This is an optimization exercise on Yosys and OpenROAD, whose aim is small area and a short achievable clock period, not a production implementation. In this exercise RTL edits were held to simulation tests only and were not proved equivalent to the original.

== run 1 ==
Design safety_periph_top, start of the top module:
module safety_periph_top #(
  parameter safety_periph_pkg::addr_t PeriphBaseAddr  = 32'h0020_0000,
  parameter int unsigned              NumExtIrqs      = 16,
  parameter int unsigned              NumBusErrBits   = 2,
  parameter int unsigned              NumOutstanding  = 2,
  parameter int unsigned              NumStoredErrors = 8
) (
  input  logic                                clk_i,
  input  logic                                rst_n_i,
  input  logic                                s_awvalid_i,
  output logic                                s_awready_o,
  input  safety_periph_pkg::addr_t            s_awaddr_i,
  input  logic                                s_wvalid_i,
  output logic                                s_wready_o,
  input  safety_periph_pkg::data_t            s_wdata_i,
  input  logic [3:0]                          s_wstrb_i,
  output logic                                s_bvalid_o,
  input  logic                                s_bready_i,
  output logic [1:0]                          s_bresp_o,
  input  logic                                s_arvalid_i,
  ...
==> flow/config.mk <==
export PLATFORM = sky130hd
export DESIGN_NAME = safety_periph_top
export DESIGN_NICKNAME = safety_periph_top
export VERILOG_FILES = /design/flow/design.v
export SDC_FILE = /design/flow/constraint.sdc
export NUM_CORES = 4
export LEC_CHECK = 0
export ABC_AREA = 1
export CAP_MARGIN = 20
export CORE_MARGIN = 2
export CORE_UTILIZATION = 65
export SLEW_MARGIN = 20
==> flow/constraint.sdc <==
create_clock -name core_clock -period 40.0 [get_ports {clk_i}]
set_input_delay 8.0000 -clock core_clock [delete_from_list [all_inputs] [get_ports {clk_i}]]
set_output_delay 8.0000 -clock core_clock [all_outputs]
set_load 0.01 [all_outputs]
standard.sh (not shown) runs the stock make flow with config.mk's settings and CLKGATE_MAP_FILE= SYNTH_SCRIPT=/design/flow/synth_recipe.tcl, a recipe that flattens the netlist after the stock synthesis.
==> flow/flow/run.sh <==
#!/bin/bash
# Layout: the standard flow (standard.sh, all steps) with these changes to
# how it is made, the SDC and its 40 ns clock unchanged:
#  - synthesis is the standard flow's own (flow/synth_area.tcl sources the same ORFS
#    synthesis) except that ABC maps the logic with flow/area.abc, an
#    area-only mapping (two rounds of choice computation and area
#    mapping after logic restructuring); registers are mapped before ABC, so they are the
#    standard synthesis's;
#  - the port buffers are plain sky130 buf_1 cells;
#  - the clock tree is built from clkbuf_8 cells, in clusters of at most 16
#    sinks within 60 um, without dummy loads;
#  - timing repair works on every path longer than 16.2 ns.
# The make output goes to standard.log; each ORFS step keeps its own log
# under orfs/logs.
set -euo pipefail
work=$(pwd)
export BUFFER_PORTS_ARGS="-buffer_cell sky130_fd_sc_hd__buf_1"
export CTS_ARGS="-sink_clustering_enable -repair_clock_nets -dont_use_dummy_load -buf_list sky130_fd_sc_hd__clkbuf_8 -sink_clustering_size 16 -sink_clustering_max_diameter 60"
export SETUP_SLACK_MARGIN=23.8
sed "s#SYNTH_SCRIPT=[^ ]*#SYNTH_SCRIPT=$work/flow/synth_area.tcl#" standard.sh > flow_standard.sh
grep -q "SYNTH_SCRIPT=$work/flow/synth_area.tcl" flow_standard.sh
bash flow_standard.sh > standard.log 2>&1
==> flow/flow/area.abc <==
strash
&get -n
&st
&syn3
&st
&dch -x
&nf -a -R 1000
&st
&dch -x
&nf -a -R 1000
&put
topo
==> flow/flow/synth_area.tcl <==
# The standard flow's synthesis (synth_recipe.tcl) with one change: ABC maps the logic with
# an area-only script (area.abc beside this file) instead of ORFS's abc_area.script.
# Registers are mapped before ABC runs, so they are the standard synthesis's.
set my_abc_script [file join [file dirname [file normalize [info script]]] area.abc]
proc abc {args} {
  set i [lsearch -exact $args -script]
  if {$i >= 0} { lset args [expr {$i + 1}] $::my_abc_script }
  yosys abc {*}$args
}
proc synth {args} { yosys synth -nofsm -noshare {*}$args }
source $::env(SCRIPTS_DIR)/synth.tcl
# left out here: clear keep_hierarchy, flatten, clean up, hide names made inside functions, write 1_2_yosys.v
--- input diff run 1..run 2 ---
==> flow/flow/run.sh <==
#!/bin/bash
# Layout: the standard flow (standard.sh, all steps) with these changes to
# how it is made, the SDC and its 40 ns clock unchanged:
#  - synthesis is the standard flow's own (flow/synth_area.tcl sources the same ORFS
#    synthesis) except that ABC maps the logic with flow/area.abc, an
#    area-only mapping (two rounds of choice computation and area
#    mapping after logic restructuring); registers are mapped before ABC, so they are the
#    standard synthesis's;
#  - the port buffers are plain sky130 buf_1 cells;
#  - the clock tree is built from clkbuf_8 cells, in clusters of at most 16
#    sinks within 60 um, without dummy loads;
#  - timing repair works on every path longer than 16.4 ns.
# The make output goes to standard.log; each ORFS step keeps its own log
# under orfs/logs.
set -euo pipefail
work=$(pwd)
export BUFFER_PORTS_ARGS="-buffer_cell sky130_fd_sc_hd__buf_1"
export CTS_ARGS="-sink_clustering_enable -repair_clock_nets -dont_use_dummy_load -buf_list sky130_fd_sc_hd__clkbuf_8 -sink_clustering_size 16 -sink_clustering_max_diameter 60"
export SETUP_SLACK_MARGIN=23.6
sed "s#SYNTH_SCRIPT=[^ ]*#SYNTH_SCRIPT=$work/flow/synth_area.tcl#" standard.sh > flow_standard.sh
grep -q "SYNTH_SCRIPT=$work/flow/synth_area.tcl" flow_standard.sh
bash flow_standard.sh > standard.log 2>&1
--- outcome ---
Result for run 1 and run 2: all clean. In terms of die area, run 1 and run 2 differ only marginally. Status: worst-case setup margin in the final layout parity (run 1, run 2). Re area share of buffers outside the clock network: no difference whatsoever between run 2 and run 1. Pin count of the biggest net entering global routing came out exactly the same in run 1 and run 2. Number of inserted diodes: run 1 vs run 2 identical. Number of antenna violations at the first check in global routing: run 2 vs run 1 — no meaningful difference. On H-tree level count, run 1 and run 2 are neck and neck. Re final wirelength: no difference whatsoever between run 2 and run 1. Run 1 → run 2: first-pass GRT wire length comparable, number of combinational gates with multiple inputs level.

## separate check: timing with driven ports
No port has a modelled driver above. Below, the same layouts with a new extraction and two added sets of constraints. Step 1: set_driving_cell puts a clkbuf_16 on clk_i and a buf_2 on each other input, an assumption about the parent block. Step 2 also shifts input and output timing later by t, the mid clock arrival at the registers, as if the neighbouring blocks saw the same clock. a / b / c = no drivers / after step 1 / after step 2; a / b = the first two.
run | shift t [ns] | slack for setup (ns) | hold slack, ns | worst register clock-pin slew, ns
run 1 | 0.853 | 23.547 / 23.485 / 23.485 | 0.538 / 0.538 / 0.538 | 0.11 / 0.11
run 2 | 0.853 | 23.547 / 23.485 / 23.485 | 0.538 / 0.538 / 0.538 | 0.11 / 0.11
After both steps setup and hold are still met in every run listed.
